Background: an optimization exercise with open tools, aiming at small area and few clock cycles per item. Do not read the settings as production practice. Only simulation tests tie the RTL to the original design; equivalence was not proved.

## flow/design.v (module list and top-level ports; edited modules follow where they fit)
// module sosg_add32: 34 lines
// module sosg_rca: 26 lines
// module sosg_qrom: 337 lines
// module sosg_mul: 742 lines
// module sosg_fa: 10 lines
// module sine_oscillator_sample_generator: 121 lines
module sine_oscillator_sample_generator #(
    parameter int unsigned PHASE_BITS      = sosg_pkg::PHASE_BITS_DEF,
    parameter int unsigned TABLE_ADDR_BITS = sosg_pkg::TABLE_ADDR_BITS_DEF,
    parameter int unsigned SAMPLE_BITS     = sosg_pkg::SAMPLE_BITS_DEF
) (
    input  logic                                clk,
    input  logic                                rst_n,
    input  logic                                s_tvalid,
    output logic                                s_tready,
    input  logic [sosg_pkg::IN_DATA_BITS-1:0]   s_tdata,   
    input  logic                                s_tlast,
    output logic                                m_tvalid,
    input  logic                                m_tready,
    output logic [((SAMPLE_BITS+7)/8)*8-1:0]    m_tdata,   
    output logic                                m_tlast,
    input  logic                                psel,
    input  logic                                penable,
    input  logic                                pwrite,
    input  logic [sosg_pkg::APB_ADDR_BITS-1:0]  paddr,
    input  logic [sosg_pkg::APB_DATA_BITS-1:0]  pwdata,
    output logic [sosg_pkg::APB_DATA_BITS-1:0]  prdata,
    output logic                                pready
);
  // ...
==> flow/run.sh <==
#!/bin/bash
# synth_recipe.tcl (not shown) runs the flow's synth.tcl, then flattens the netlist and writes it again
# the make line also repeats each setting of config.mk as NAME=value (left out here)
make -C /OpenROAD-flow-scripts/flow DESIGN_CONFIG=/design/flow/config.mk WORK_HOME=/design/flow/orfs CLKGATE_MAP_FILE= SYNTH_SCRIPT=/design/flow/synth_recipe.tcl finish
==> flow/config.mk <==
export PLATFORM = sky130hd
export DESIGN_NAME = sine_oscillator_sample_generator
export DESIGN_NICKNAME = sine_oscillator_sample_generator
export VERILOG_FILES = /design/flow/design.v
export SDC_FILE = /design/flow/constraint.sdc
export NUM_CORES = 4
export LEC_CHECK = 0
export ABC_AREA = 1
export CAP_MARGIN = 20
export CORE_MARGIN = 2
export CORE_UTILIZATION = 40
export CTS_BUF_LIST = sky130_fd_sc_hd__clkbuf_4 sky130_fd_sc_hd__clkbuf_8
export GPL_TIMING_DRIVEN = 0
export SLEW_MARGIN = 20
export SYNTH_HIERARCHICAL = 1
export SYNTH_MEMORY_MAX_BITS = 65536
export SYNTH_MINIMUM_KEEP_SIZE = 0
==> flow/constraint.sdc <==
create_clock -name core_clock -period 7.5 [get_ports {clk}]
set_input_delay 1.5000 -clock core_clock [delete_from_list [all_inputs] [get_ports {clk}]]
set_output_delay 1.5000 -clock core_clock [all_outputs]
set_load 0.01 [all_outputs]
==> impl_results.md, run 1 <==
- Cell Area, Synth: 17530 um2
- Ant. Diodes: 1
- Hold crit path type: register to register
- Post-CTS Repair Setup Buffers: 3
- Area leader, netlist: fa_1
- Clock Sink Count: 116
- Clock Path Buffers: 2
- WP data required: 7.70 ns
- Crit path max fanout: 10
- Dpl ws: -1.286 ns
- Buffering overhead: 0.08501
- Cells after synthesis: 2328
- Hold Buf Count CTS: 0
- Fill count: 4474
- Post-Synth XOR/XNOR Area: 0.01149
- Status: finished clean
- Well Taps: 585
- Max_slew headroom: 0.1837
- Port bufs: 91
- Hold Path End: last2_reg$_DFFE_PN_
- Rows: 76
- Crit path depth: 27
- Yosys top cell area share: 0.2752
- Fin area: 19890 um2
- Dpl hpwl: 57540 um
- Startpoint types: register
- RSZ-0062 raised after global routing: no
Testbench counts, summed over its fixed seeds: cycles 19,264, items 19,200.
==> inputs of run 2 (changes only) <==
--- a/flow/design.v
+++ b/flow/design.v
@@ -411,17 +411,245 @@
             10'd971: e = 1'b1;
             10'd972: e = 1'b1;
             10'd973: e = 1'b1;
             10'd974: e = 1'b1;
             10'd981: e = 1'b1;
             default: e = 1'b0;
         endcase
     end
-    assign p = 19'(u) + 19'(c) * 19'(sl) + (19'(e) << 3);
+    logic [18:0] ra, rb, g, t;
+    logic [3:0] cl;
+    logic [18:3] ch;
+    logic t1;
+    logic t2;
+    logic t3;
+    logic t4;
+    logic t5;
+    logic t6;
+    logic t7;
+    logic t8;
+    logic t9;
+    logic t10;
+    logic t11;
+    logic t12;
+    logic t13;
+    logic t14;
+    logic t15;
+    logic t16;
+    logic t17;
+    logic t18;
+    logic t19;
+    logic t20;
+    logic t21;
+    logic t22;
+    logic t23;
+    logic t24;
+    logic t25;
+    logic t26;
+    logic t27;
+    logic t28;
+    logic t29;
+    logic t30;
+    logic t31;
+    logic t32;
+    logic t33;
+    logic t34;
+    logic t35;
+    logic t36;
+    logic t37;
+    logic t38;
+    logic t39;
+    logic t40;
+    logic t41;
+    logic t42;
+    logic t43;
+    logic t44;
+    logic t45;
+    logic t46;
+    logic t47;
+    logic t48;
+    assign t1 = u[3] ^ (sl[3] & c[0]);
+    assign t2 = u[3] & (sl[3] & c[0]);
+    assign t3 = u[4] ^ (sl[4] & c[0]);
+    assign t4 = u[4] & (sl[4] & c[0]);
+    assign t5 = u[5] ^ (sl[5] & c[0]);
+    assign t6 = u[5] & (sl[5] & c[0]);
+    assign t7 = u[6] ^ (sl[6] & c[0]);
+    assign t8 = u[6] & (sl[6] & c[0]);
+    assign t9 = u[7] ^ (sl[7] & c[0]);
+    assign t10 = u[7] & (sl[7] & c[0]);
+    assign t11 = u[8] ^ (sl[8] & c[0]);
+    assign t12 = u[8] & (sl[8] & c[0]);
+    assign t13 = u[2] ^ (sl[2] & c[0]);
+    assign t14 = u[2] & (sl[2] & c[0]);
+    sosg_fa u_fa_t15 (.a((sl[2] & c[1])), .b((sl[1] & c[2])), .c(e), .s(t15), .co(t16));
+    sosg_fa u_fa_t17 (.a((sl[3] & c[1])), .b((sl[2] & c[2])), .c(t3), .s(t17), .co(t18));
+    sosg_fa u_fa_t19 (.a((sl[4] & c[1])), .b((sl[3] & c[2])), .c(t5), .s(t19), .co(t20));
+    sosg_fa u_fa_t21 (.a((sl[5] & c[1])), .b((sl[4] & c[2])), .c(t7), .s(t21), .co(t22));
+    sosg_fa u_fa_t23 (.a((sl[6] & c[1])), .b((sl[5] & c[2])), .c(t9), .s(t23), .co(t24));
+    sosg_fa u_fa_t25 (.a((sl[7] & c[1])), .b((sl[6] & c[2])), .c(t11), .s(t25), .co(t26));
+    sosg_fa u_fa_t27 (.a(u[9]), .b((sl[8] & c[1])), .c((sl[7] & c[2])), .s(t27), .co(t28));
+    assign t29 = u[1] ^ (sl[1] & c[0]);
+    assign t30 = u[1] & (sl[1] & c[0]);
+    sosg_fa u_fa_t31 (.a((sl[1] & c[1])), .b((sl[0] & c[2])), .c(t13), .s(t31), .co(t32));
+    sosg_fa u_fa_t33 (.a(t1), .b(t15), .c(t14), .s(t33), .co(t34));
+    sosg_fa u_fa_t35 (.a(t2), .b(t17), .c(t16), .s(t35), .co(t36));
+    sosg_fa u_fa_t37 (.a(t4), .b(t19), .c(t18), .s(t37), .co(t38));
+    sosg_fa u_fa_t39 (.a(t6), .b(t21), .c(t20), .s(t39), .co(t40));
+    sosg_fa u_fa_t41 (.a(t8), .b(t23), .c(t22), .s(t41), .co(t42));
+    sosg_fa u_fa_t43 (.a(t10), .b(t25), .c(t24), .s(t43), .co(t44));
+    sosg_fa u_fa_t45 (.a(t12), .b(t27), .c(t26), .s(t45), .co(t46));
+    sosg_fa u_fa_t47 (.a(u[10]), .b((sl[8] & c[2])), .c(t28), .s(t47), .co(t48));
+    assign ra[0] = u[0];
+    assign rb[0] = (sl[0] & c[0]);
+    assign ra[1] = (sl[0] & c[1]);
+    assign rb[1] = t29;
+    assign ra[2] = t31;
+    assign rb[2] = t30;
+    assign ra[3] = t33;
+    assign rb[3] = t32;
+    assign ra[4] = t35;
+    assign rb[4] = t34;
+    assign ra[5] = t37;
+    assign rb[5] = t36;
+    assign ra[6] = t39;
+    assign rb[6] = t38;
+    assign ra[7] = t41;
+    assign rb[7] = t40;
+    assign ra[8] = t43;
+    assign rb[8] = t42;
+    assign ra[9] = t45;
+    assign rb[9] = t44;
+    assign ra[10] = t47;
+    assign rb[10] = t46;
+    assign ra[11] = u[11];
+    assign rb[11] = t48;
+    assign ra[12] = u[12];
+    assign rb[12] = 1'b0;
+    assign ra[13] = u[13];
+    assign rb[13] = 1'b0;
+    assign ra[14] = u[14];
+    assign rb[14] = 1'b0;
+    assign ra[15] = u[15];
+    assign rb[15] = 1'b0;
+    assign ra[16] = u[16];
+    assign rb[16] = 1'b0;
+    assign ra[17] = u[17];
+    assign rb[17] = 1'b0;
+    assign ra[18] = 1'b0;
+    assign rb[18] = 1'b0;
+    assign g = ra & rb;
+    assign t = ra ^ rb;
+    assign cl[0] = 1'b0;
+    assign cl[1] = g[0] | (t[0] & cl[0]);
+    assign cl[2] = g[1] | (t[1] & cl[1]);
+    assign cl[3] = g[2] | (t[2] & cl[2]);
+    logic pg0, pp0;
+    assign pg0 = g[4] | (t[4] & g[3]);
+    assign pp0 = t[4] & t[3];
+    logic pg1, pp1;
+    assign pg1 = g[6] | (t[6] & g[5]);
+    assign pp1 = t[6] & t[5];
+    logic pg2, pp2;
+    assign pg2 = g[8] | (t[8] & g[7]);
+    assign pp2 = t[8] & t[7];
+    logic pg3, pp3;
+    assign pg3 = g[10] | (t[10] & g[9]);
+    assign pp3 = t[10] & t[9];
+    logic pg4, pp4;
+    assign pg4 = g[12] | (t[12] & g[11]);
+    assign pp4 = t[12] & t[11];
+    logic pg5, pp5;
+    assign pg5 = g[14] | (t[14] & g[13]);
+    assign pp5 = t[14] & t[13];
+    logic pg6, pp6;
+    assign pg6 = g[16] | (t[16] & g[15]);
+    assign pp6 = t[16] & t[15];
+    logic pg7, pp7;
+    assign pg7 = g[5] | (t[5] & pg0);
+    assign pp7 = t[5] & pp0;
+    logic pg8, pp8;
+    assign pg8 = pg1 | (pp1 & pg0);
+    assign pp8 = pp1 & pp0;
+    logic pg9, pp9;
+    assign pg9 = g[9] | (t[9] & pg2);
+    assign pp9 = t[9] & pp2;
+    logic pg10, pp10;
+    assign pg10 = pg3 | (pp3 & pg2);
+    assign pp10 = pp3 & pp2;
+    logic pg11, pp11;
+    assign pg11 = g[13] | (t[13] & pg4);
+    assign pp11 = t[13] & pp4;
+    logic pg12, pp12;
+    assign pg12 = pg5 | (pp5 & pg4);
+    assign pp12 = pp5 & pp4;
+    logic pg13, pp13;
+    assign pg13 = g[17] | (t[17] & pg6);
+    assign pp13 = t[17] & pp6;
+    logic pg14, pp14;
+    assign pg14 = g[7] | (t[7] & pg8);
+    assign pp14 = t[7] & pp8;
+    logic pg15, pp15;
+    assign pg15 = pg2 | (pp2 & pg8);
+    assign pp15 = pp2 & pp8;
+    logic pg16, pp16;
+    assign pg16 = pg9 | (pp9 & pg8);
+    assign pp16 = pp9 & pp8;
+    logic pg17, pp17;
+    assign pg17 = pg10 | (pp10 & pg8);
+    assign pp17 = pp10 & pp8;
+    logic pg18, pp18;
+    assign pg18 = g[15] | (t[15] & pg12);
+    assign pp18 = t[15] & pp12;
+    logic pg19, pp19;
+    assign pg19 = pg6 | (pp6 & pg12);
+    assign pp19 = pp6 & pp12;
+    logic pg20, pp20;
+    assign pg20 = pg13 | (pp13 & pg12);
+    assign pp20 = pp13 & pp12;
+    logic pg21, pp21;
+    assign pg21 = g[11] | (t[11] & pg17);
+    assign pp21 = t[11] & pp17;
+    logic pg22, pp22;
+    assign pg22 = pg4 | (pp4 & pg17);
+    assign pp22 = pp4 & pp17;
+    logic pg23, pp23;
+    assign pg23 = pg11 | (pp11 & pg17);
+    assign pp23 = pp11 & pp17;
+    logic pg24, pp24;
+    assign pg24 = pg12 | (pp12 & pg17);
+    assign pp24 = pp12 & pp17;
+    logic pg25, pp25;
+    assign pg25 = pg18 | (pp18 & pg17);
+    assign pp25 = pp18 & pp17;
+    logic pg26, pp26;
+    assign pg26 = pg19 | (pp19 & pg17);
+    assign pp26 = pp19 & pp17;
+    logic pg27, pp27;
+    assign pg27 = pg20 | (pp20 & pg17);
+    assign pp27 = pp20 & pp17;
+    assign ch[3] = cl[3];
+    assign ch[4] = g[3] | (t[3] & cl[3]);
+    assign ch[5] = pg0 | (pp0 & cl[3]);
+    assign ch[6] = pg7 | (pp7 & cl[3]);
+    assign ch[7] = pg8 | (pp8 & cl[3]);
+    assign ch[8] = pg14 | (pp14 & cl[3]);
+    assign ch[9] = pg15 | (pp15 & cl[3]);
+    assign ch[10] = pg16 | (pp16 & cl[3]);
+    assign ch[11] = pg17 | (pp17 & cl[3]);
+    assign ch[12] = pg21 | (pp21 & cl[3]);
+    assign ch[13] = pg22 | (pp22 & cl[3]);
+    assign ch[14] = pg23 | (pp23 & cl[3]);
+    assign ch[15] = pg24 | (pp24 & cl[3]);
+    assign ch[16] = pg25 | (pp25 & cl[3]);
+    assign ch[17] = pg26 | (pp26 & cl[3]);
+    assign ch[18] = pg27 | (pp27 & cl[3]);
+    assign p[2:0] = '0;
+    assign p[18:3] = t[18:3] ^ ch[18:3];
     assign data = {addr[10] | p[18], p[17:3]};
 endmodule
 module sosg_mul (
     input  logic [14:0] a,
     input  logic [14:0] b,
     output logic [14:0] p
 );
     logic [224:0] pp;
@@ -795,212 +1023,198 @@
         for (i = 0; i < 15; i++)
         begin : g_a
             for (j = 0; j < 15; j++)
             begin : g_b
                 assign pp[i*15+j] = ~(a[i] & b[j]);
             end
         end
     endgenerate
-    assign n1 = ~(pp[13] ^ pp[27]);
-    assign n2 = pp[13] | pp[27];
-    sosg_fa u_fa0 (.a(pp[14]), .b(pp[28]), .c(pp[42]), .s(n3), .co(n4));
-    assign n5 = ~(pp[56] ^ pp[70]);
-    assign n6 = pp[56] | pp[70];
-    sosg_fa u_fa1 (.a(pp[29]), .b(pp[43]), .c(pp[57]), .s(n7), .co(n8));
-    assign n9 = ~(pp[71] ^ pp[85]);
-    assign n10 = pp[71] | pp[85];
-    sosg_fa u_fa2 (.a(pp[44]), .b(pp[58]), .c(pp[72]), .s(n11), .co(n12));
-    assign n13 = ~(pp[9] ^ pp[23]);
-    assign n14 = pp[9] | pp[23];
-    sosg_fa u_fa3 (.a(pp[10]), .b(pp[24]), .c(pp[38]), .s(n15), .co(n16));
-    assign n17 = ~(pp[52] ^ pp[66]);
-    assign n18 = pp[52] | pp[66];
-    sosg_fa u_fa4 (.a(pp[11]), .b(pp[25]), .c(pp[39]), .s(n19), .co(n20));
-    sosg_fa u_fa5 (.a(pp[53]), .b(pp[67]), .c(pp[81]), .s(n21), .co(n22));
-    assign n23 = ~(pp[95] ^ pp[109]);
-    assign n24 = pp[95] | pp[109];
-    sosg_fa u_fa6 (.a(pp[12]), .b(pp[26]), .c(pp[40]), .s(n25), .co(n26));
-    sosg_fa u_fa7 (.a(pp[54]), .b(pp[68]), .c(pp[82]), .s(n27), .co(n28));
-    sosg_fa u_fa8 (.a(pp[96]), .b(pp[110]), .c(pp[124]), .s(n29), .co(n30));
-    assign n31 = ~(pp[138] ^ pp[152]);
-    assign n32 = pp[138] | pp[152];
-    sosg_fa u_fa9 (.a(pp[41]), .b(pp[55]), .c(pp[69]), .s(n33), .co(n34));
-    sosg_fa u_fa10 (.a(pp[83]), .b(pp[97]), .c(pp[111]), .s(n35), .co(n36));
-    sosg_fa u_fa11 (.a(pp[125]), .b(pp[139]), .c(pp[153]), .s(n37), .co(n38));
-    sosg_fa u_fa12 (.a(pp[167]), .b(pp[181]), .c(pp[195]), .s(n39), .co(n40));
-    sosg_fa u_fa13 (.a(pp[84]), .b(pp[98]), .c(pp[112]), .s(n41), .co(n42));
-    sosg_fa u_fa14 (.a(pp[126]), .b(pp[140]), .c(pp[154]), .s(n43), .co(n44));
-    sosg_fa u_fa15 (.a(pp[168]), .b(pp[182]), .c(pp[196]), .s(n45), .co(n46));
-    sosg_fa u_fa16 (.a(pp[210]), .b(n3), .c(n5), .s(n47), .co(n48));
-    sosg_fa u_fa17 (.a(pp[99]), .b(pp[113]), .c(pp[127]), .s(n49), .co(n50));
-    sosg_fa u_fa18 (.a(pp[141]), .b(pp[155]), .c(pp[169]), .s(n51), .co(n52));
-    sosg_fa u_fa19 (.a(pp[183]), .b(pp[197]), .c(pp[211]), .s(n53), .co(n54));
-    sosg_fa u_fa20 (.a(n7), .b(n9), .c(n4), .s(n55), .co(n56));
-    sosg_fa u_fa21 (.a(pp[86]), .b(pp[100]), .c(pp[114]), .s(n57), .co(n58));
-    sosg_fa u_fa22 (.a(pp[128]), .b(pp[142]), .c(pp[156]), .s(n59), .co(n60));
-    sosg_fa u_fa23 (.a(pp[170]), .b(pp[184]), .c(pp[198]), .s(n61), .co(n62));
-    sosg_fa u_fa24 (.a(pp[212]), .b(n11), .c(n8), .s(n63), .co(n64));
-    sosg_fa u_fa25 (.a(pp[59]), .b(pp[73]), .c(pp[87]), .s(n65), .co(n66));
-    sosg_fa u_fa26 (.a(pp[101]), .b(pp[115]), .c(pp[129]), .s(n67), .co(n68));
-    sosg_fa u_fa27 (.a(pp[143]), .b(pp[157]), .c(pp[171]), .s(n69), .co(n70));
-    sosg_fa u_fa28 (.a(pp[185]), .b(pp[199]), .c(pp[213]), .s(n71), .co(n72));
-    sosg_fa u_fa29 (.a(pp[74]), .b(pp[88]), .c(pp[102]), .s(n73), .co(n74));
-    sosg_fa u_fa30 (.a(pp[116]), .b(pp[130]), .c(pp[144]), .s(n75), .co(n76));
-    sosg_fa u_fa31 (.a(pp[158]), .b(pp[172]), .c(pp[186]), .s(n77), .co(n78));
-    sosg_fa u_fa32 (.a(pp[89]), .b(pp[103]), .c(pp[117]), .s(n79), .co(n80));
-    sosg_fa u_fa33 (.a(pp[131]), .b(pp[145]), .c(pp[159]), .s(n81), .co(n82));
-    sosg_fa u_fa34 (.a(pp[104]), .b(pp[118]), .c(pp[132]), .s(n83), .co(n84));
-    assign n85 = ~(pp[6] ^ pp[20]);
-    assign n86 = pp[6] | pp[20];
-    sosg_fa u_fa35 (.a(pp[7]), .b(pp[21]), .c(pp[35]), .s(n87), .co(n88));
-    assign n89 = ~(pp[49] ^ pp[63]);
-    assign n90 = pp[49] | pp[63];
-    sosg_fa u_fa36 (.a(pp[8]), .b(pp[22]), .c(pp[36]), .s(n91), .co(n92));
-    sosg_fa u_fa37 (.a(pp[50]), .b(pp[64]), .c(pp[78]), .s(n93), .co(n94));
-    assign n95 = ~(pp[92] ^ pp[106]);
-    assign n96 = pp[92] | pp[106];
-    sosg_fa u_fa38 (.a(pp[37]), .b(pp[51]), .c(pp[65]), .s(n97), .co(n98));
-    sosg_fa u_fa39 (.a(pp[79]), .b(pp[93]), .c(pp[107]), .s(n99), .co(n100));
-    sosg_fa u_fa40 (.a(pp[121]), .b(pp[135]), .c(n13), .s(n101), .co(n102));
-    sosg_fa u_fa41 (.a(pp[80]), .b(pp[94]), .c(pp[108]), .s(n103), .co(n104));
-    sosg_fa u_fa42 (.a(pp[122]), .b(pp[136]), .c(pp[150]), .s(n105), .co(n106));
-    sosg_fa u_fa43 (.a(n15), .b(n17), .c(n14), .s(n107), .co(n108));
-    sosg_fa u_fa44 (.a(pp[123]), .b(pp[137]), .c(pp[151]), .s(n109), .co(n110));
-    sosg_fa u_fa45 (.a(pp[165]), .b(n19), .c(n21), .s(n111), .co(n112));
-    sosg_fa u_fa46 (.a(n23), .b(n16), .c(n18), .s(n113), .co(n114));
-    sosg_fa u_fa47 (.a(pp[166]), .b(pp[180]), .c(n25), .s(n115), .co(n116));
-    sosg_fa u_fa48 (.a(n27), .b(n29), .c(n31), .s(n117), .co(n118));
-    sosg_fa u_fa49 (.a(n20), .b(n22), .c(n24), .s(n119), .co(n120));
-    sosg_fa u_fa50 (.a(n1), .b(n33), .c(n35), .s(n121), .co(n122));
-    sosg_fa u_fa51 (.a(n37), .b(n39), .c(n26), .s(n123), .co(n124));
-    sosg_fa u_fa52 (.a(n28), .b(n30), .c(n32), .s(n125), .co(n126));
-    sosg_fa u_fa53 (.a(n2), .b(n41), .c(n43), .s(n127), .co(n128));
-    sosg_fa u_fa54 (.a(n45), .b(n47), .c(n34), .s(n129), .co(n130));
-    sosg_fa u_fa55 (.a(n36), .b(n38), .c(n40), .s(n131), .co(n132));
-    sosg_fa u_fa56 (.a(n6), .b(n49), .c(n51), .s(n133), .co(n134));
-    sosg_fa u_fa57 (.a(n53), .b(n55), .c(n42), .s(n135), .co(n136));
-    sosg_fa u_fa58 (.a(n44), .b(n46), .c(n48), .s(n137), .co(n138));
-    sosg_fa u_fa59 (.a(n10), .b(n57), .c(n59), .s(n139), .co(n140));
-    sosg_fa u_fa60 (.a(n61), .b(n63), .c(n50), .s(n141), .co(n142));
-    sosg_fa u_fa61 (.a(n52), .b(n54), .c(n56), .s(n143), .co(n144));
-    sosg_fa u_fa62 (.a(n12), .b(n65), .c(n67), .s(n145), .co(n146));
-    sosg_fa u_fa63 (.a(n69), .b(n71), .c(n58), .s(n147), .co(n148));
-    sosg_fa u_fa64 (.a(n60), .b(n62), .c(n64), .s(n149), .co(n150));
-    sosg_fa u_fa65 (.a(pp[200]), .b(pp[214]), .c(n73), .s(n151), .co(n152));
-    sosg_fa u_fa66 (.a(n75), .b(n77), .c(n66), .s(n153), .co(n154));
-    sosg_fa u_fa67 (.a(n68), .b(n70), .c(n72), .s(n155), .co(n156));
-    sosg_fa u_fa68 (.a(pp[173]), .b(pp[187]), .c(pp[201]), .s(n157), .co(n158));
-    sosg_fa u_fa69 (.a(pp[215]), .b(n79), .c(n81), .s(n159), .co(n160));
-    sosg_fa u_fa70 (.a(n74), .b(n76), .c(n78), .s(n161), .co(n162));
-    sosg_fa u_fa71 (.a(pp[146]), .b(pp[160]), .c(pp[174]), .s(n163), .co(n164));
-    sosg_fa u_fa72 (.a(pp[188]), .b(pp[202]), .c(pp[216]), .s(n165), .co(n166));
-    sosg_fa u_fa73 (.a(n83), .b(n80), .c(n82), .s(n167), .co(n168));
-    sosg_fa u_fa74 (.a(pp[119]), .b(pp[133]), .c(pp[147]), .s(n169), .co(n170));
-    sosg_fa u_fa75 (.a(pp[161]), .b(pp[175]), .c(pp[189]), .s(n171), .co(n172));
-    sosg_fa u_fa76 (.a(pp[203]), .b(pp[217]), .c(n84), .s(n173), .co(n174));
-    sosg_fa u_fa77 (.a(pp[134]), .b(pp[148]), .c(pp[162]), .s(n175), .co(n176));
-    sosg_fa u_fa78 (.a(pp[176]), .b(pp[190]), .c(pp[204]), .s(n177), .co(n178));
-    sosg_fa u_fa79 (.a(pp[149]), .b(pp[163]), .c(pp[177]), .s(n179), .co(n180));
-    assign n181 = ~(pp[4] ^ pp[18]);
-    assign n182 = pp[4] | pp[18];
-    sosg_fa u_fa80 (.a(pp[5]), .b(pp[19]), .c(pp[33]), .s(n183), .co(n184));
-    assign n185 = ~(pp[47] ^ pp[61]);
-    assign n186 = pp[47] | pp[61];
-    sosg_fa u_fa81 (.a(pp[34]), .b(pp[48]), .c(pp[62]), .s(n187), .co(n188));
-    sosg_fa u_fa82 (.a(pp[76]), .b(pp[90]), .c(n85), .s(n189), .co(n190));
-    sosg_fa u_fa83 (.a(pp[77]), .b(pp[91]), .c(pp[105]), .s(n191), .co(n192));
-    sosg_fa u_fa84 (.a(n87), .b(n89), .c(n86), .s(n193), .co(n194));
-    sosg_fa u_fa85 (.a(pp[120]), .b(n91), .c(n93), .s(n195), .co(n196));
-    sosg_fa u_fa86 (.a(n95), .b(n88), .c(n90), .s(n197), .co(n198));
-    sosg_fa u_fa87 (.a(n97), .b(n99), .c(n101), .s(n199), .co(n200));
-    sosg_fa u_fa88 (.a(n92), .b(n94), .c(n96), .s(n201), .co(n202));
-    sosg_fa u_fa89 (.a(n103), .b(n105), .c(n107), .s(n203), .co(n204));
-    sosg_fa u_fa90 (.a(n98), .b(n100), .c(n102), .s(n205), .co(n206));
-    sosg_fa u_fa91 (.a(n109), .b(n111), .c(n113), .s(n207), .co(n208));
-    sosg_fa u_fa92 (.a(n104), .b(n106), .c(n108), .s(n209), .co(n210));
-    sosg_fa u_fa93 (.a(n115), .b(n117), .c(n119), .s(n211), .co(n212));
-    sosg_fa u_fa94 (.a(n110), .b(n112), .c(n114), .s(n213), .co(n214));
-    sosg_fa u_fa95 (.a(n121), .b(n123), .c(n125), .s(n215), .co(n216));
-    sosg_fa u_fa96 (.a(n116), .b(n118), .c(n120), .s(n217), .co(n218));
-    sosg_fa u_fa97 (.a(n127), .b(n129), .c(n131), .s(n219), .co(n220));
-    sosg_fa u_fa98 (.a(n122), .b(n124), .c(n126), .s(n221), .co(n222));
-    sosg_fa u_fa99 (.a(n133), .b(n135), .c(n137), .s(n223), .co(n224));
-    sosg_fa u_fa100 (.a(n128), .b(n130), .c(n132), .s(n225), .co(n226));
-    sosg_fa u_fa101 (.a(n139), .b(n141), .c(n143), .s(n227), .co(n228));
-    sosg_fa u_fa102 (.a(n134), .b(n136), .c(n138), .s(n229), .co(n230));
-    sosg_fa u_fa103 (.a(n145), .b(n147), .c(n149), .s(n231), .co(n232));
-    sosg_fa u_fa104 (.a(n140), .b(n142), .c(n144), .s(n233), .co(n234));
-    sosg_fa u_fa105 (.a(n151), .b(n153), .c(n155), .s(n235), .co(n236));
-    sosg_fa u_fa106 (.a(n146), .b(n148), .c(n150), .s(n237), .co(n238));
-    sosg_fa u_fa107 (.a(n157), .b(n159), .c(n161), .s(n239), .co(n240));
-    sosg_fa u_fa108 (.a(n152), .b(n154), .c(n156), .s(n241), .co(n242));
-    sosg_fa u_fa109 (.a(n163), .b(n165), .c(n167), .s(n243), .co(n244));
-    sosg_fa u_fa110 (.a(n158), .b(n160), .c(n162), .s(n245), .co(n246));
-    sosg_fa u_fa111 (.a(n169), .b(n171), .c(n173), .s(n247), .co(n248));
-    sosg_fa u_fa112 (.a(n164), .b(n166), .c(n168), .s(n249), .co(n250));
-    sosg_fa u_fa113 (.a(pp[218]), .b(n175), .c(n177), .s(n251), .co(n252));
-    sosg_fa u_fa114 (.a(n170), .b(n172), .c(n174), .s(n253), .co(n254));
-    sosg_fa u_fa115 (.a(pp[191]), .b(pp[205]), .c(pp[219]), .s(n255), .co(n256));
-    sosg_fa u_fa116 (.a(n179), .b(n176), .c(n178), .s(n257), .co(n258));
-    sosg_fa u_fa117 (.a(pp[164]), .b(pp[178]), .c(pp[192]), .s(n259), .co(n260));
-    sosg_fa u_fa118 (.a(pp[206]), .b(pp[220]), .c(n180), .s(n261), .co(n262));
-    sosg_fa u_fa119 (.a(pp[179]), .b(pp[193]), .c(pp[207]), .s(n263), .co(n264));
-    assign n265 = ~(pp[3] ^ pp[17]);
-    assign n266 = pp[3] | pp[17];
-    sosg_fa u_fa120 (.a(pp[32]), .b(pp[46]), .c(pp[60]), .s(n267), .co(n268));
-    sosg_fa u_fa121 (.a(pp[75]), .b(n183), .c(n185), .s(n269), .co(n270));
-    sosg_fa u_fa122 (.a(n187), .b(n189), .c(n184), .s(n271), .co(n272));
-    sosg_fa u_fa123 (.a(n191), .b(n193), .c(n188), .s(n273), .co(n274));
-    sosg_fa u_fa124 (.a(n195), .b(n197), .c(n192), .s(n275), .co(n276));
-    sosg_fa u_fa125 (.a(n199), .b(n201), .c(n196), .s(n277), .co(n278));
-    sosg_fa u_fa126 (.a(n203), .b(n205), .c(n200), .s(n279), .co(n280));
-    sosg_fa u_fa127 (.a(n207), .b(n209), .c(n204), .s(n281), .co(n282));
-    sosg_fa u_fa128 (.a(n211), .b(n213), .c(n208), .s(n283), .co(n284));
-    sosg_fa u_fa129 (.a(n215), .b(n217), .c(n212), .s(n285), .co(n286));
-    sosg_fa u_fa130 (.a(n219), .b(n221), .c(n216), .s(n287), .co(n288));
-    sosg_fa u_fa131 (.a(n223), .b(n225), .c(n220), .s(n289), .co(n290));
-    sosg_fa u_fa132 (.a(n227), .b(n229), .c(n224), .s(n291), .co(n292));
-    sosg_fa u_fa133 (.a(n231), .b(n233), .c(n228), .s(n293), .co(n294));
-    sosg_fa u_fa134 (.a(n235), .b(n237), .c(n232), .s(n295), .co(n296));
-    sosg_fa u_fa135 (.a(n239), .b(n241), .c(n236), .s(n297), .co(n298));
-    sosg_fa u_fa136 (.a(n243), .b(n245), .c(n240), .s(n299), .co(n300));
-    sosg_fa u_fa137 (.a(n247), .b(n249), .c(n244), .s(n301), .co(n302));
-    sosg_fa u_fa138 (.a(n251), .b(n253), .c(n248), .s(n303), .co(n304));
-    sosg_fa u_fa139 (.a(n255), .b(n257), .c(n252), .s(n305), .co(n306));
-    sosg_fa u_fa140 (.a(n259), .b(n261), .c(n256), .s(n307), .co(n308));
-    sosg_fa u_fa141 (.a(pp[221]), .b(n263), .c(n260), .s(n309), .co(n310));
-    sosg_fa u_fa142 (.a(pp[194]), .b(pp[208]), .c(pp[222]), .s(n311), .co(n312));
-    assign n313 = ~(pp[2] ^ pp[16]);
-    assign n314 = pp[2] | pp[16];
-    sosg_fa u_fa143 (.a(pp[31]), .b(pp[45]), .c(n265), .s(n315), .co(n316));
-    sosg_fa u_fa144 (.a(n181), .b(n267), .c(n266), .s(n317), .co(n318));
-    sosg_fa u_fa145 (.a(n182), .b(n269), .c(n268), .s(n319), .co(n320));
-    sosg_fa u_fa146 (.a(n186), .b(n271), .c(n270), .s(n321), .co(n322));
-    sosg_fa u_fa147 (.a(n190), .b(n273), .c(n272), .s(n323), .co(n324));
-    sosg_fa u_fa148 (.a(n194), .b(n275), .c(n274), .s(n325), .co(n326));
-    sosg_fa u_fa149 (.a(n198), .b(n277), .c(n276), .s(n327), .co(n328));
-    sosg_fa u_fa150 (.a(n202), .b(n279), .c(n278), .s(n329), .co(n330));
-    sosg_fa u_fa151 (.a(n206), .b(n281), .c(n280), .s(n331), .co(n332));
-    sosg_fa u_fa152 (.a(n210), .b(n283), .c(n282), .s(n333), .co(n334));
-    sosg_fa u_fa153 (.a(n214), .b(n285), .c(n284), .s(n335), .co(n336));
-    sosg_fa u_fa154 (.a(n218), .b(n287), .c(n286), .s(n337), .co(n338));
-    sosg_fa u_fa155 (.a(n222), .b(n289), .c(n288), .s(n339), .co(n340));
-    sosg_fa u_fa156 (.a(n226), .b(n291), .c(n290), .s(n341), .co(n342));
-    sosg_fa u_fa157 (.a(n230), .b(n293), .c(n292), .s(n343), .co(n344));
-    sosg_fa u_fa158 (.a(n234), .b(n295), .c(n294), .s(n345), .co(n346));
-    sosg_fa u_fa159 (.a(n238), .b(n297), .c(n296), .s(n347), .co(n348));
-    sosg_fa u_fa160 (.a(n242), .b(n299), .c(n298), .s(n349), .co(n350));
-    sosg_fa u_fa161 (.a(n246), .b(n301), .c(n300), .s(n351), .co(n352));
-    sosg_fa u_fa162 (.a(n250), .b(n303), .c(n302), .s(n353), .co(n354));
-    sosg_fa u_fa163 (.a(n254), .b(n305), .c(n304), .s(n355), .co(n356));
-    sosg_fa u_fa164 (.a(n258), .b(n307), .c(n306), .s(n357), .co(n358));
-    sosg_fa u_fa165 (.a(n262), .b(n309), .c(n308), .s(n359), .co(n360));
-    sosg_fa u_fa166 (.a(n264), .b(n311), .c(n310), .s(n361), .co(n362));
-    sosg_fa u_fa167 (.a(pp[209]), .b(pp[223]), .c(n312), .s(n363), .co(n364));
+    sosg_fa u_fa0 (.a(pp[13]), .b(pp[27]), .c(1'b1), .s(n1), .co(n2));
+    sosg_fa u_fa1 (.a(pp[14]), .b(pp[28]), .c(pp[42]), .s(n3), .co(n4));
+    sosg_fa u_fa2 (.a(pp[56]), .b(pp[70]), .c(1'b1), .s(n5), .co(n6));
+    sosg_fa u_fa3 (.a(pp[29]), .b(pp[43]), .c(pp[57]), .s(n7), .co(n8));
+    sosg_fa u_fa4 (.a(pp[71]), .b(pp[85]), .c(1'b1), .s(n9), .co(n10));
+    sosg_fa u_fa5 (.a(pp[44]), .b(pp[58]), .c(pp[72]), .s(n11), .co(n12));
+    sosg_fa u_fa6 (.a(pp[9]), .b(pp[23]), .c(1'b1), .s(n13), .co(n14));
+    sosg_fa u_fa7 (.a(pp[10]), .b(pp[24]), .c(pp[38]), .s(n15), .co(n16));
+    sosg_fa u_fa8 (.a(pp[52]), .b(pp[66]), .c(1'b1), .s(n17), .co(n18));
+    sosg_fa u_fa9 (.a(pp[11]), .b(pp[25]), .c(pp[39]), .s(n19), .co(n20));
+    sosg_fa u_fa10 (.a(pp[53]), .b(pp[67]), .c(pp[81]), .s(n21), .co(n22));
+    sosg_fa u_fa11 (.a(pp[95]), .b(pp[109]), .c(1'b1), .s(n23), .co(n24));
+    sosg_fa u_fa12 (.a(pp[12]), .b(pp[26]), .c(pp[40]), .s(n25), .co(n26));
+    sosg_fa u_fa13 (.a(pp[54]), .b(pp[68]), .c(pp[82]), .s(n27), .co(n28));
+    sosg_fa u_fa14 (.a(pp[96]), .b(pp[110]), .c(pp[124]), .s(n29), .co(n30));
+    sosg_fa u_fa15 (.a(pp[138]), .b(pp[152]), .c(1'b1), .s(n31), .co(n32));
+    sosg_fa u_fa16 (.a(pp[41]), .b(pp[55]), .c(pp[69]), .s(n33), .co(n34));
+    sosg_fa u_fa17 (.a(pp[83]), .b(pp[97]), .c(pp[111]), .s(n35), .co(n36));
+    sosg_fa u_fa18 (.a(pp[125]), .b(pp[139]), .c(pp[153]), .s(n37), .co(n38));
+    sosg_fa u_fa19 (.a(pp[167]), .b(pp[181]), .c(pp[195]), .s(n39), .co(n40));
+    sosg_fa u_fa20 (.a(pp[84]), .b(pp[98]), .c(pp[112]), .s(n41), .co(n42));
+    sosg_fa u_fa21 (.a(pp[126]), .b(pp[140]), .c(pp[154]), .s(n43), .co(n44));
+    sosg_fa u_fa22 (.a(pp[168]), .b(pp[182]), .c(pp[196]), .s(n45), .co(n46));
+    sosg_fa u_fa23 (.a(pp[210]), .b(n3), .c(n5), .s(n47), .co(n48));
+    sosg_fa u_fa24 (.a(pp[99]), .b(pp[113]), .c(pp[127]), .s(n49), .co(n50));
+    sosg_fa u_fa25 (.a(pp[141]), .b(pp[155]), .c(pp[169]), .s(n51), .co(n52));
+    sosg_fa u_fa26 (.a(pp[183]), .b(pp[197]), .c(pp[211]), .s(n53), .co(n54));
+    sosg_fa u_fa27 (.a(n7), .b(n9), .c(n4), .s(n55), .co(n56));
+    sosg_fa u_fa28 (.a(pp[86]), .b(pp[100]), .c(pp[114]), .s(n57), .co(n58));
+    sosg_fa u_fa29 (.a(pp[128]), .b(pp[142]), .c(pp[156]), .s(n59), .co(n60));
+    sosg_fa u_fa30 (.a(pp[170]), .b(pp[184]), .c(pp[198]), .s(n61), .co(n62));
+    sosg_fa u_fa31 (.a(pp[212]), .b(n11), .c(n8), .s(n63), .co(n64));
+    sosg_fa u_fa32 (.a(pp[59]), .b(pp[73]), .c(pp[87]), .s(n65), .co(n66));
+    sosg_fa u_fa33 (.a(pp[101]), .b(pp[115]), .c(pp[129]), .s(n67), .co(n68));
+    sosg_fa u_fa34 (.a(pp[143]), .b(pp[157]), .c(pp[171]), .s(n69), .co(n70));
+    sosg_fa u_fa35 (.a(pp[185]), .b(pp[199]), .c(pp[213]), .s(n71), .co(n72));
+    sosg_fa u_fa36 (.a(pp[74]), .b(pp[88]), .c(pp[102]), .s(n73), .co(n74));
+    sosg_fa u_fa37 (.a(pp[116]), .b(pp[130]), .c(pp[144]), .s(n75), .co(n76));
+    sosg_fa u_fa38 (.a(pp[158]), .b(pp[172]), .c(pp[186]), .s(n77), .co(n78));
+    sosg_fa u_fa39 (.a(pp[89]), .b(pp[103]), .c(pp[117]), .s(n79), .co(n80));
+    sosg_fa u_fa40 (.a(pp[131]), .b(pp[145]), .c(pp[159]), .s(n81), .co(n82));
+    sosg_fa u_fa41 (.a(pp[104]), .b(pp[118]), .c(pp[132]), .s(n83), .co(n84));
+    sosg_fa u_fa42 (.a(pp[6]), .b(pp[20]), .c(1'b1), .s(n85), .co(n86));
+    sosg_fa u_fa43 (.a(pp[7]), .b(pp[21]), .c(pp[35]), .s(n87), .co(n88));
+    sosg_fa u_fa44 (.a(pp[49]), .b(pp[63]), .c(1'b1), .s(n89), .co(n90));
+    sosg_fa u_fa45 (.a(pp[8]), .b(pp[22]), .c(pp[36]), .s(n91), .co(n92));
+    sosg_fa u_fa46 (.a(pp[50]), .b(pp[64]), .c(pp[78]), .s(n93), .co(n94));
+    sosg_fa u_fa47 (.a(pp[92]), .b(pp[106]), .c(1'b1), .s(n95), .co(n96));
+    sosg_fa u_fa48 (.a(pp[37]), .b(pp[51]), .c(pp[65]), .s(n97), .co(n98));
+    sosg_fa u_fa49 (.a(pp[79]), .b(pp[93]), .c(pp[107]), .s(n99), .co(n100));
+    sosg_fa u_fa50 (.a(pp[121]), .b(pp[135]), .c(n13), .s(n101), .co(n102));
+    sosg_fa u_fa51 (.a(pp[80]), .b(pp[94]), .c(pp[108]), .s(n103), .co(n104));
+    sosg_fa u_fa52 (.a(pp[122]), .b(pp[136]), .c(pp[150]), .s(n105), .co(n106));
+    sosg_fa u_fa53 (.a(n15), .b(n17), .c(n14), .s(n107), .co(n108));
+    sosg_fa u_fa54 (.a(pp[123]), .b(pp[137]), .c(pp[151]), .s(n109), .co(n110));
+    sosg_fa u_fa55 (.a(pp[165]), .b(n19), .c(n21), .s(n111), .co(n112));
+    sosg_fa u_fa56 (.a(n23), .b(n16), .c(n18), .s(n113), .co(n114));
+    sosg_fa u_fa57 (.a(pp[166]), .b(pp[180]), .c(n25), .s(n115), .co(n116));
+    sosg_fa u_fa58 (.a(n27), .b(n29), .c(n31), .s(n117), .co(n118));
+    sosg_fa u_fa59 (.a(n20), .b(n22), .c(n24), .s(n119), .co(n120));
+    sosg_fa u_fa60 (.a(n1), .b(n33), .c(n35), .s(n121), .co(n122));
+    sosg_fa u_fa61 (.a(n37), .b(n39), .c(n26), .s(n123), .co(n124));
+    sosg_fa u_fa62 (.a(n28), .b(n30), .c(n32), .s(n125), .co(n126));
+    sosg_fa u_fa63 (.a(n2), .b(n41), .c(n43), .s(n127), .co(n128));
+    sosg_fa u_fa64 (.a(n45), .b(n47), .c(n34), .s(n129), .co(n130));
+    sosg_fa u_fa65 (.a(n36), .b(n38), .c(n40), .s(n131), .co(n132));
+    sosg_fa u_fa66 (.a(n6), .b(n49), .c(n51), .s(n133), .co(n134));
+    sosg_fa u_fa67 (.a(n53), .b(n55), .c(n42), .s(n135), .co(n136));
+    sosg_fa u_fa68 (.a(n44), .b(n46), .c(n48), .s(n137), .co(n138));
+    sosg_fa u_fa69 (.a(n10), .b(n57), .c(n59), .s(n139), .co(n140));
+    sosg_fa u_fa70 (.a(n61), .b(n63), .c(n50), .s(n141), .co(n142));
+    sosg_fa u_fa71 (.a(n52), .b(n54), .c(n56), .s(n143), .co(n144));
+    sosg_fa u_fa72 (.a(n12), .b(n65), .c(n67), .s(n145), .co(n146));
+    sosg_fa u_fa73 (.a(n69), .b(n71), .c(n58), .s(n147), .co(n148));
+    sosg_fa u_fa74 (.a(n60), .b(n62), .c(n64), .s(n149), .co(n150));
+    sosg_fa u_fa75 (.a(pp[200]), .b(pp[214]), .c(n73), .s(n151), .co(n152));
+    sosg_fa u_fa76 (.a(n75), .b(n77), .c(n66), .s(n153), .co(n154));
+    sosg_fa u_fa77 (.a(n68), .b(n70), .c(n72), .s(n155), .co(n156));
+    sosg_fa u_fa78 (.a(pp[173]), .b(pp[187]), .c(pp[201]), .s(n157), .co(n158));
+    sosg_fa u_fa79 (.a(pp[215]), .b(n79), .c(n81), .s(n159), .co(n160));
+    sosg_fa u_fa80 (.a(n74), .b(n76), .c(n78), .s(n161), .co(n162));
+    sosg_fa u_fa81 (.a(pp[146]), .b(pp[160]), .c(pp[174]), .s(n163), .co(n164));
+    sosg_fa u_fa82 (.a(pp[188]), .b(pp[202]), .c(pp[216]), .s(n165), .co(n166));
+    sosg_fa u_fa83 (.a(n83), .b(n80), .c(n82), .s(n167), .co(n168));
+    sosg_fa u_fa84 (.a(pp[119]), .b(pp[133]), .c(pp[147]), .s(n169), .co(n170));
+    sosg_fa u_fa85 (.a(pp[161]), .b(pp[175]), .c(pp[189]), .s(n171), .co(n172));
+    sosg_fa u_fa86 (.a(pp[203]), .b(pp[217]), .c(n84), .s(n173), .co(n174));
+    sosg_fa u_fa87 (.a(pp[134]), .b(pp[148]), .c(pp[162]), .s(n175), .co(n176));
+    sosg_fa u_fa88 (.a(pp[176]), .b(pp[190]), .c(pp[204]), .s(n177), .co(n178));
+    sosg_fa u_fa89 (.a(pp[149]), .b(pp[163]), .c(pp[177]), .s(n179), .co(n180));
+    sosg_fa u_fa90 (.a(pp[4]), .b(pp[18]), .c(1'b1), .s(n181), .co(n182));
+    sosg_fa u_fa91 (.a(pp[5]), .b(pp[19]), .c(pp[33]), .s(n183), .co(n184));
+    sosg_fa u_fa92 (.a(pp[47]), .b(pp[61]), .c(1'b1), .s(n185), .co(n186));
+    sosg_fa u_fa93 (.a(pp[34]), .b(pp[48]), .c(pp[62]), .s(n187), .co(n188));
+    sosg_fa u_fa94 (.a(pp[76]), .b(pp[90]), .c(n85), .s(n189), .co(n190));
+    sosg_fa u_fa95 (.a(pp[77]), .b(pp[91]), .c(pp[105]), .s(n191), .co(n192));
+    sosg_fa u_fa96 (.a(n87), .b(n89), .c(n86), .s(n193), .co(n194));
+    sosg_fa u_fa97 (.a(pp[120]), .b(n91), .c(n93), .s(n195), .co(n196));
+    sosg_fa u_fa98 (.a(n95), .b(n88), .c(n90), .s(n197), .co(n198));
+    sosg_fa u_fa99 (.a(n97), .b(n99), .c(n101), .s(n199), .co(n200));
+    sosg_fa u_fa100 (.a(n92), .b(n94), .c(n96), .s(n201), .co(n202));
+    sosg_fa u_fa101 (.a(n103), .b(n105), .c(n107), .s(n203), .co(n204));
+    sosg_fa u_fa102 (.a(n98), .b(n100), .c(n102), .s(n205), .co(n206));
+    sosg_fa u_fa103 (.a(n109), .b(n111), .c(n113), .s(n207), .co(n208));
+    sosg_fa u_fa104 (.a(n104), .b(n106), .c(n108), .s(n209), .co(n210));
+    sosg_fa u_fa105 (.a(n115), .b(n117), .c(n119), .s(n211), .co(n212));
+    sosg_fa u_fa106 (.a(n110), .b(n112), .c(n114), .s(n213), .co(n214));
+    sosg_fa u_fa107 (.a(n121), .b(n123), .c(n125), .s(n215), .co(n216));
+    sosg_fa u_fa108 (.a(n116), .b(n118), .c(n120), .s(n217), .co(n218));
+    sosg_fa u_fa109 (.a(n127), .b(n129), .c(n131), .s(n219), .co(n220));
+    sosg_fa u_fa110 (.a(n122), .b(n124), .c(n126), .s(n221), .co(n222));
+    sosg_fa u_fa111 (.a(n133), .b(n135), .c(n137), .s(n223), .co(n224));
+    sosg_fa u_fa112 (.a(n128), .b(n130), .c(n132), .s(n225), .co(n226));
+    sosg_fa u_fa113 (.a(n139), .b(n141), .c(n143), .s(n227), .co(n228));
+    sosg_fa u_fa114 (.a(n134), .b(n136), .c(n138), .s(n229), .co(n230));
+    sosg_fa u_fa115 (.a(n145), .b(n147), .c(n149), .s(n231), .co(n232));
+    sosg_fa u_fa116 (.a(n140), .b(n142), .c(n144), .s(n233), .co(n234));
+    sosg_fa u_fa117 (.a(n151), .b(n153), .c(n155), .s(n235), .co(n236));
+    sosg_fa u_fa118 (.a(n146), .b(n148), .c(n150), .s(n237), .co(n238));
+    sosg_fa u_fa119 (.a(n157), .b(n159), .c(n161), .s(n239), .co(n240));
+    sosg_fa u_fa120 (.a(n152), .b(n154), .c(n156), .s(n241), .co(n242));
+    sosg_fa u_fa121 (.a(n163), .b(n165), .c(n167), .s(n243), .co(n244));
+    sosg_fa u_fa122 (.a(n158), .b(n160), .c(n162), .s(n245), .co(n246));
+    sosg_fa u_fa123 (.a(n169), .b(n171), .c(n173), .s(n247), .co(n248));
+    sosg_fa u_fa124 (.a(n164), .b(n166), .c(n168), .s(n249), .co(n250));
+    sosg_fa u_fa125 (.a(pp[218]), .b(n175), .c(n177), .s(n251), .co(n252));
+    sosg_fa u_fa126 (.a(n170), .b(n172), .c(n174), .s(n253), .co(n254));
+    sosg_fa u_fa127 (.a(pp[191]), .b(pp[205]), .c(pp[219]), .s(n255), .co(n256));
+    sosg_fa u_fa128 (.a(n179), .b(n176), .c(n178), .s(n257), .co(n258));
+    sosg_fa u_fa129 (.a(pp[164]), .b(pp[178]), .c(pp[192]), .s(n259), .co(n260));
+    sosg_fa u_fa130 (.a(pp[206]), .b(pp[220]), .c(n180), .s(n261), .co(n262));
+    sosg_fa u_fa131 (.a(pp[179]), .b(pp[193]), .c(pp[207]), .s(n263), .co(n264));
+    sosg_fa u_fa132 (.a(pp[3]), .b(pp[17]), .c(1'b1), .s(n265), .co(n266));
+    sosg_fa u_fa133 (.a(pp[32]), .b(pp[46]), .c(pp[60]), .s(n267), .co(n268));
+    sosg_fa u_fa134 (.a(pp[75]), .b(n183), .c(n185), .s(n269), .co(n270));
+    sosg_fa u_fa135 (.a(n187), .b(n189), .c(n184), .s(n271), .co(n272));
+    sosg_fa u_fa136 (.a(n191), .b(n193), .c(n188), .s(n273), .co(n274));
+    sosg_fa u_fa137 (.a(n195), .b(n197), .c(n192), .s(n275), .co(n276));
+    sosg_fa u_fa138 (.a(n199), .b(n201), .c(n196), .s(n277), .co(n278));
+    sosg_fa u_fa139 (.a(n203), .b(n205), .c(n200), .s(n279), .co(n280));
+    sosg_fa u_fa140 (.a(n207), .b(n209), .c(n204), .s(n281), .co(n282));
+    sosg_fa u_fa141 (.a(n211), .b(n213), .c(n208), .s(n283), .co(n284));
+    sosg_fa u_fa142 (.a(n215), .b(n217), .c(n212), .s(n285), .co(n286));
+    sosg_fa u_fa143 (.a(n219), .b(n221), .c(n216), .s(n287), .co(n288));
+    sosg_fa u_fa144 (.a(n223), .b(n225), .c(n220), .s(n289), .co(n290));
+    sosg_fa u_fa145 (.a(n227), .b(n229), .c(n224), .s(n291), .co(n292));
+    sosg_fa u_fa146 (.a(n231), .b(n233), .c(n228), .s(n293), .co(n294));
+    sosg_fa u_fa147 (.a(n235), .b(n237), .c(n232), .s(n295), .co(n296));
+    sosg_fa u_fa148 (.a(n239), .b(n241), .c(n236), .s(n297), .co(n298));
+    sosg_fa u_fa149 (.a(n243), .b(n245), .c(n240), .s(n299), .co(n300));
+    sosg_fa u_fa150 (.a(n247), .b(n249), .c(n244), .s(n301), .co(n302));
+    sosg_fa u_fa151 (.a(n251), .b(n253), .c(n248), .s(n303), .co(n304));
+    sosg_fa u_fa152 (.a(n255), .b(n257), .c(n252), .s(n305), .co(n306));
+    sosg_fa u_fa153 (.a(n259), .b(n261), .c(n256), .s(n307), .co(n308));
+    sosg_fa u_fa154 (.a(pp[221]), .b(n263), .c(n260), .s(n309), .co(n310));
+    sosg_fa u_fa155 (.a(pp[194]), .b(pp[208]), .c(pp[222]), .s(n311), .co(n312));
+    sosg_fa u_fa156 (.a(pp[2]), .b(pp[16]), .c(1'b1), .s(n313), .co(n314));
+    sosg_fa u_fa157 (.a(pp[31]), .b(pp[45]), .c(n265), .s(n315), .co(n316));
+    sosg_fa u_fa158 (.a(n181), .b(n267), .c(n266), .s(n317), .co(n318));
+    sosg_fa u_fa159 (.a(n182), .b(n269), .c(n268), .s(n319), .co(n320));
+    sosg_fa u_fa160 (.a(n186), .b(n271), .c(n270), .s(n321), .co(n322));
+    sosg_fa u_fa161 (.a(n190), .b(n273), .c(n272), .s(n323), .co(n324));
+    sosg_fa u_fa162 (.a(n194), .b(n275), .c(n274), .s(n325), .co(n326));
+    sosg_fa u_fa163 (.a(n198), .b(n277), .c(n276), .s(n327), .co(n328));
+    sosg_fa u_fa164 (.a(n202), .b(n279), .c(n278), .s(n329), .co(n330));
+    sosg_fa u_fa165 (.a(n206), .b(n281), .c(n280), .s(n331), .co(n332));
+    sosg_fa u_fa166 (.a(n210), .b(n283), .c(n282), .s(n333), .co(n334));
+    sosg_fa u_fa167 (.a(n214), .b(n285), .c(n284), .s(n335), .co(n336));
+    sosg_fa u_fa168 (.a(n218), .b(n287), .c(n286), .s(n337), .co(n338));
+    sosg_fa u_fa169 (.a(n222), .b(n289), .c(n288), .s(n339), .co(n340));
+    sosg_fa u_fa170 (.a(n226), .b(n291), .c(n290), .s(n341), .co(n342));
+    sosg_fa u_fa171 (.a(n230), .b(n293), .c(n292), .s(n343), .co(n344));
+    sosg_fa u_fa172 (.a(n234), .b(n295), .c(n294), .s(n345), .co(n346));
+    sosg_fa u_fa173 (.a(n238), .b(n297), .c(n296), .s(n347), .co(n348));
+    sosg_fa u_fa174 (.a(n242), .b(n299), .c(n298), .s(n349), .co(n350));
+    sosg_fa u_fa175 (.a(n246), .b(n301), .c(n300), .s(n351), .co(n352));
+    sosg_fa u_fa176 (.a(n250), .b(n303), .c(n302), .s(n353), .co(n354));
+    sosg_fa u_fa177 (.a(n254), .b(n305), .c(n304), .s(n355), .co(n356));
+    sosg_fa u_fa178 (.a(n258), .b(n307), .c(n306), .s(n357), .co(n358));
+    sosg_fa u_fa179 (.a(n262), .b(n309), .c(n308), .s(n359), .co(n360));
+    sosg_fa u_fa180 (.a(n264), .b(n311), .c(n310), .s(n361), .co(n362));
+    sosg_fa u_fa181 (.a(pp[209]), .b(pp[223]), .c(n312), .s(n363), .co(n364));
     assign nra[0] = pp[0];
     assign nrb[0] = 1'b1;
     assign nra[1] = pp[1];
     assign nrb[1] = pp[15];
     assign nra[2] = pp[30];
     assign nrb[2] = n313;
     assign nra[3] = n315;
     assign nrb[3] = n314;
==> flow/flow/run.sh (new file) <==
#!/bin/bash
set -euo pipefail
export BUFFER_PORTS_ARGS="-buffer_cell sky130_fd_sc_hd__buf_1"
bash standard.sh > standard.log 2>&1
==> flow/standard.sh (new file) <==
#!/bin/bash
# synth_recipe.tcl (not shown) runs the flow's synth.tcl, then flattens the netlist and writes it again
# the make line also repeats each setting of config.mk as NAME=value (left out here)
make -C /OpenROAD-flow-scripts/flow DESIGN_CONFIG=/design/flow/config.mk WORK_HOME=/design/flow/orfs CLKGATE_MAP_FILE= SYNTH_SCRIPT=/design/flow/synth_recipe.tcl "${@:-finish}"
removed: flow/run.sh
==> run 2 against run 1 <==
Compared with the run above: critical path depth rose by 5; clock skew rose by 0.0010 ns; sequential share of layout area rose by 0.57 points; synthesized area fell by 0.70%; worst setup slack improved by 0.082 ns; count of clock-buffer cells in the layout rose by 3; critical endpoint is now ent_reg[12]$_SDFFCE_PP0N_; global-route usage fell by 2.7 points; first-iteration DRC count fell by 8.0%; routed wire length fell by 7.7%.
==> impl_results.md, run 2 <==
- FF+latch count, synth: 116
- I/O pin count: 103
- CTS tree: yes
- Final hold viol count: 0
- Via Count: 17230
- Final setup viols: 0
- Most common cell after layout, fill and taps aside: nand2_1
- Fill count: 4540 (+1.5%)
- Ys Warns: 8
- Synth top area cells: fa_1 (29%), nand2_1 (16%), dfrtp_1 (11%), edfxtp_1 (6.0%), inv_1 (5.4%)
- Cell Area, Synth: 17410 um2 (-0.70%)
- Clock skew: 0.02659 ns
- Average cell area after synthesis: 7.418 um2
- Hold Buf Count CTS: 0 (unchanged)
- Most frequent cells in the layout: nand2_1 (760), fa_1 (253), inv_1 (249)
- Gr ovfl total: 0
- Dpl hpwl: 53150 um (-7.6%)
- Post-synthesis cell type count: 57
- TritonCTS Buffers: 17
- Status: finished clean
- Fin crit share: 0.9454
- All-layer global routing usage: 0.3010
- Max cap viols: 0
- WP data required: 7.68 ns (-0.02 ns)
- H-tree Lvls: 4
- Largest net degree at the start of global routing: 29
- Multi-input logic area: 12930 um2
- First-pass DRT Iterations: 6
- Max_slew headroom: 0.3050 (+0.1214)
- Wire per inst: 21.67 um
- Area leader, netlist: fa_1
- Cell with the most instances after synthesis: nand2_1
- DIE HEIGHT: 212.6 um
- Clk Tree Root Cell: clkbuf_8
- Critical path type: register to register
- Clock Sink Count: 116 (unchanged)
- Vias in the first global route: 17530
- Worst Max-Slew Pin Slew: 1.039 ns
- Number of synthesized flops with an enable pin: 35
- Core area: 42980 um2
- Min Tclk post-route: 7.090 ns
- Initial Util: 0.4050
- Fin nets: 2855
- Clock Latency Late Sink: 0.47 ns
- Crit-path max cell delay: 0.69 ns
- Slew Limit Fails: 0
- CP Capture Type: register
- Die W: 212.6 um
- RePlAce Congestion: 1.054
- Critical path's slowest cell: clkbuf_1
- Rows: 76 (unchanged)
- Cell seen most often among critical-path stages: nand2_1
- Post-synth top flop: dfrtp_1
- Remaining DRCs: 0
- Vias per inst: 5.585
- Post-synthesis async set-or-reset flop share: 0.6983
- Startpoint types: register
- Hold depth: 0
- Port bufs: 91 (unchanged)
- Post-synthesis sequential area ratio: 0.1769
- CP arrival: 7.27 ns
- Share of cells above drive strength 1: 0.05564
- RSZ-0062 raised after global routing: no
- Die area: 45210 um2
- Cells after synthesis: 2347 (+0.82%)
- Worst r2r path cells: 32
- Max Freq: 141.0 MHz
- Global-route wire length before repair: 102000 um
- Clock slew seen by the registers of the worst setup and hold paths: 0.07 ns
- R2r setup slk: 0.41 ns
- Final cell count without fillers: 3084
- Crit path max fanout: 10 (unchanged)
- Yosys top cell area share: 0.2909 (+0.01574)
- Area growth, synth to finish: 10.13%
- Detail Route Antenna Nets: 0
- Reg area: 3079 um2
- Clock Path Buffers: 2 (unchanged)
- Hold_ws: 0.4307 ns
- Number of instances in the placed design: 3044
- Initial antenna violation count: 0
- DRC marker count from the first detailed-route iteration: 1594
- Synth top cells by count: nand2_1 (762), fa_1 (253), inv_1 (250), nor2_1 (220), nand3_1 (154)
- Hold crit path type: register to register
- Final wirelength: 66820 um
-- run 2: changes by cell type after synthesis, sizes merged, moves of 5 or more --
| cell | delta |
|---|---|
| nor2 | -5 |
| buf | -7 |
| nor3 | +9 |
| nand2 | +68 |
| nand3 | +34 |
| ha | -25 |
| xor2 | -8 |
| fa | +12 |
| o21ai | +7 |
| inv | -40 |
-- run 2: cell type report --
| cell class | count | area share |
|---|---|---|
| sequential | 116 | 0.1606 |
| buffer | 108 | 0.02832 |
| inverter | 258 | 0.05071 |
| multi-input combinational | 1881 | 0.6743 |
| clock inverter | 12 | 0.009267 |
| clock buffer | 20 | 0.01370 |
| tap | 585 | 0.03818 |
| antenna | 1 | 0.0001305 |
| timing repair buffer | 103 | 0.02473 |
-- run 2: per-stage QoR --
stage          utilization  setup TNS [ns]  area, um2  setup slack, ns
4_1_cts             0.4442               0      19090           0.1317
3_3_place_gp        0.4314          -7.434      18540          -0.7748
5_1_grt             0.4460               0      19170         0.005789
2_1_floorplan            -               0      17470           0.7765
6_report            0.4461               0      19170           0.4097
3_5_place_dp        0.4337         -0.1723      18640         -0.07916
-- run 2: kinds of logic after synthesis --
kind of cell,Yosys count,share of synthesized area
xor+xnor,14,0.007043
compound gates,326,0.1108
fa+ha+maj,319,0.3384
other cells,4,0.0008622
flops,116,0.1769
buf+inv,366,0.08682
simple gates,1202,0.2793
-- run 2: modules after synthesis, one instance, submodules excluded, excerpt --
module | copies in the design | flip-flops and latches | cell area, um2 | cells
sine_oscillator_sample_generator | 1 | 116 | 5558 | 663
sosg_qrom | 1 | 0 | 4483 | 913
sosg_mul | 1 | 0 | 2028 | 446
sosg_add32 | 1 | 0 | 315.3 | 74
sosg_fa | 251 | 0 | 20.02 | 1
-- run 2: metal layers --
metal | GRT usage | vias up | share of wire
met5 | 0 | - | 0
met4 | 0.1432 | 0 | 0.048
li1 | - | 7740 | -
met3 | 0.03900 | 193 | 0.069
met1 | 0.4001 | 8514 | 0.42
met2 | 0.4876 | 778 | 0.46
-- run 2: worst max-delay path, delay by kind of cell (launching register included) --
family | cells | cell delay [ns]
AOI/OAI and AO/OA | 2 | 0.71
adders and majority gates | 5 | 1.85
buffers and inverters | 7 | 1.66
DFF | 1 | 0.49
and+or+nand+nor | 18 | 2.10
-- run 2: path summary, 6_finish.rpt --
kind	endpoint	startpoint
min	last2_reg$_DFFE_PN_	last1_reg$_DFFE_PN_
min in group asynchronous	amplitude_reg[4]$_DFFE_PN0P_	rst_n
max reg2reg	ent_reg[12]$_SDFFCE_PP0N_	phase_reg[20]$_DFFE_PN0P_
max in group asynchronous	phase_reg[25]$_DFFE_PN0P_	rst_n
min reg2reg	last2_reg$_DFFE_PN_	last1_reg$_DFFE_PN_
max	ent_reg[12]$_SDFFCE_PP0N_	phase_reg[20]$_DFFE_PN0P_
-- run 2: timing repair --
action / 4_1_cts / 5_1_grt
endpoints found under the setup margin: 4 / 9
gates resized for setup: 1 / 4
setup buffers: 0 / 7
endpoints found under the hold margin: 0 / 0
Testbench counts of run 2, summed over its fixed seeds: cycles 19,264, items 19,200.
==> inputs of run 3 (changes only) <==
==> flow/run.sh (new file) <==
#!/bin/bash
# synth_recipe.tcl (not shown) runs the flow's synth.tcl, then flattens the netlist and writes it again
# the make line also repeats each setting of config.mk as NAME=value (left out here)
make -C /OpenROAD-flow-scripts/flow DESIGN_CONFIG=/design/flow/config.mk WORK_HOME=/design/flow/orfs CLKGATE_MAP_FILE= SYNTH_SCRIPT=/design/flow/synth_recipe.tcl finish
removed: flow/flow/run.sh
removed: flow/standard.sh
==> run 3 against run 2 <==
Compared with the run above: critical path type unchanged; synthesized area did not move; via count shrank 1.2%; critical endpoint unchanged; still clean on timing, DRC and antenna; highest routed layer is now met5; synthesized cell count unchanged; global-route usage rose by 0.26 points; fmax is 0.10% higher.
==> impl_results.md, run 3 <==
- Max Freq: 141.2 MHz (+0.10%)
- Worst Max-Slew Pin Slew: 1.011 ns (-0.02792 ns)
- RePlAce Congestion: 1.053 (about the same)
- Fin crit share: 0.9444 (-0.0009761)
- Detail Route Antenna Nets: 0 (unchanged)
- Synth top cells by count: nand2_1 (762), fa_1 (253), inv_1 (250), nor2_1 (220), nand3_1 (154)
- Global-route wire length before repair: 101700 um (-0.22%)
- All-layer global routing usage: 0.3036 (+0.002625)
- Vias per inst: 5.530 (-0.99%)
- Final wirelength: 67050 um (+0.34%)
- I/O pin count: 103 (unchanged)
- Vias in the first global route: 16950 (-3.3%)
- Final hold viol count: 0 (unchanged)
- Initial antenna violation count: 1 (+1)
- First-pass DRT Iterations: 6 (unchanged)
- CP Capture Type: register
- Hold crit path type: register to register
- Clock Path Buffers: 2 (unchanged)
- Area growth, synth to finish: 13.02%
- Die W: 212.6 um (unchanged)
- Yosys top cell area share: 0.2909 (unchanged)
- Clock skew: 0.01780 ns (-0.008788 ns)
- Core area: 42980 um2 (unchanged)
- Final cell count without fillers: 3078 (-0.19%)
- Via Count: 17020 (-1.2%)
- Cell seen most often among critical-path stages: nand2_1
- Number of synthesized flops with an enable pin: 35 (unchanged)
- Ys Warns: 8 (unchanged)
- Status: finished clean
- Remaining DRCs: 0 (unchanged)
- CP arrival: 7.30 ns (+0.03 ns)
- Rows: 76 (unchanged)
- WP data required: 7.71 ns (+0.03 ns)
- Average cell area after synthesis: 7.418 um2 (unchanged)
- CTS tree: yes
- Startpoint types: register
- Most frequent cells in the layout: nand2_1 (760), fa_1 (253), inv_1 (249)
- Crit-path max cell delay: 0.53 ns (-0.16 ns)
- Largest net degree at the start of global routing: 50 (+72%)
- DIE HEIGHT: 212.6 um (unchanged)
- Number of instances in the placed design: 3042 (-0.066%)
- Post-synthesis sequential area ratio: 0.1769 (unchanged)
- Area leader, netlist: fa_1
- Hold Path End: last2_reg$_DFFE_PN_
- FF-to-FF Start: phase_reg[20]$_DFFE_PN0P_
- Die area: 45210 um2 (unchanged)
[run 3: cell counts after synthesis]
No cell type changed its count.
[run 3: cells by family (layout without fill, tap and decap cells)]
group	Yosys count	after routing	share of synthesized area
buffers and inverters	366	496	0.08682
xor gates and xnor gates	14	14	0.007043
adders and majority gates	319	319	0.3384
AOI/OAI and AO/OA	326	326	0.1108
other	4	20	0.0008622
and+or+nand+nor	1202	1202	0.2793
DFF	116	116	0.1769
[run 3: area by class of cell]
cell class	count	area [um2]
timing repair buffer	98	997.2
tap	585	732.0
multi-input combinational	1881	12930
sequential	116	3079
buffer	108	543.0
inverter	258	972.2
clock buffer	17	234.0
clock inverter	15	186.4
fill	4453	23310
[run 3: metal layers]
metal,up-vias,share of wire,global-route usage
met5,-,0.00019,0
met4,2,0.045,0.1252
met3,167,0.072,0.04727
met2,766,0.46,0.4955
met1,8366,0.42,0.4032
li1,7720,-,-
[run 3: how the worst max path moves through the flow]
stage | cells past startpoint | to | startpoint
2_1_floorplan | 19 | phase_reg[25]$_DFFE_PN0P_ | s_tdata[0]
3_3_place_gp | 32 | ent_reg[12]$_SDFFCE_PP0N_ | phase_reg[20]$_DFFE_PN0P_
3_5_place_dp | 32 | ent_reg[12]$_SDFFCE_PP0N_ | phase_reg[20]$_DFFE_PN0P_
4_1_cts | 32 | ent_reg[12]$_SDFFCE_PP0N_ | phase_reg[20]$_DFFE_PN0P_
5_1_grt | 32 | ent_reg[10]$_SDFFCE_PP0N_ | phase_reg[20]$_DFFE_PN0P_
6_report | 32 | ent_reg[12]$_SDFFCE_PP0N_ | phase_reg[20]$_DFFE_PN0P_
[run 3: timing repair]
| item | in CTS | in global routing |
|---|---|---|
| resized for setup | 2 | 4 |
| endpoints found under the setup margin | 11 | 8 |
| pin swaps | 0 | 0 |
| setup buffers | 1 | 3 |
[run 3: per-module statistics from Yosys (local to each module, per instance), a selection]
module	cell area [um2]	flops+latches	times used
sosg_qrom	4483	0	1
sosg_mul	2028	0	1
sosg_add32	315.3	0	1
sosg_fa	20.02	0	251
sine_oscillator_sample_generator	5558	116	1
[run 3: metrics by stage]
step,area [um2],setup TNS [ns],worst slack [ns],util
5_1_grt,19680,0,0.02300,0.4578
3_5_place_dp,19190,-2.141,-0.3581,0.4464
6_report,19680,0,0.4170,0.4578
2_1_floorplan,17470,0,0.7765,-
4_1_cts,19630,0,0.1603,0.4567
3_3_place_gp,19110,-9.961,-0.9792,0.4447
[run 3: worst max-delay path, delay by kind of cell (launching register included)]
family | cells | cell delay [ns]
compound gates | 6 | 1.23
flops | 1 | 0.53
buf+inv | 6 | 1.48
simple gates | 14 | 1.38
fa+ha+maj | 5 | 1.89
xor+xnor | 1 | 0.30

-- re-timing with driven ports --
The results above use ideal ports. As a check the final layouts listed here were re-extracted and re-timed, cells and wires unchanged. Step 1, drivers: a clkbuf_16 drives clk and a buf_2 each remaining input, both assumed. Step 2 moves the port delays by t, midway between the first and last clock arrival at a register: inputs arrive t later, outputs are due t later. That takes back most of the time a late clock gives input paths. Three values: no drivers, after step 1, after step 2; two values: the first two.
run	t (ns)	setup WS [ns]	worst setup path at the end	worst register clock-pin slew, ns
run 1	0.537	0.328 / 0.328 / 0.138	input to register	0.09 / 0.09
run 2	0.502	0.410 / 0.410 / 0.184	input to register	0.09 / 0.09
run 3	0.525	0.417 / 0.417 / 0.143	input to register	0.08 / 0.08
After both steps every run listed still meets setup and hold. The setup slack of run 3, which loses most, moves by 0.000 ns with the drivers and by -0.274 ns with both steps.
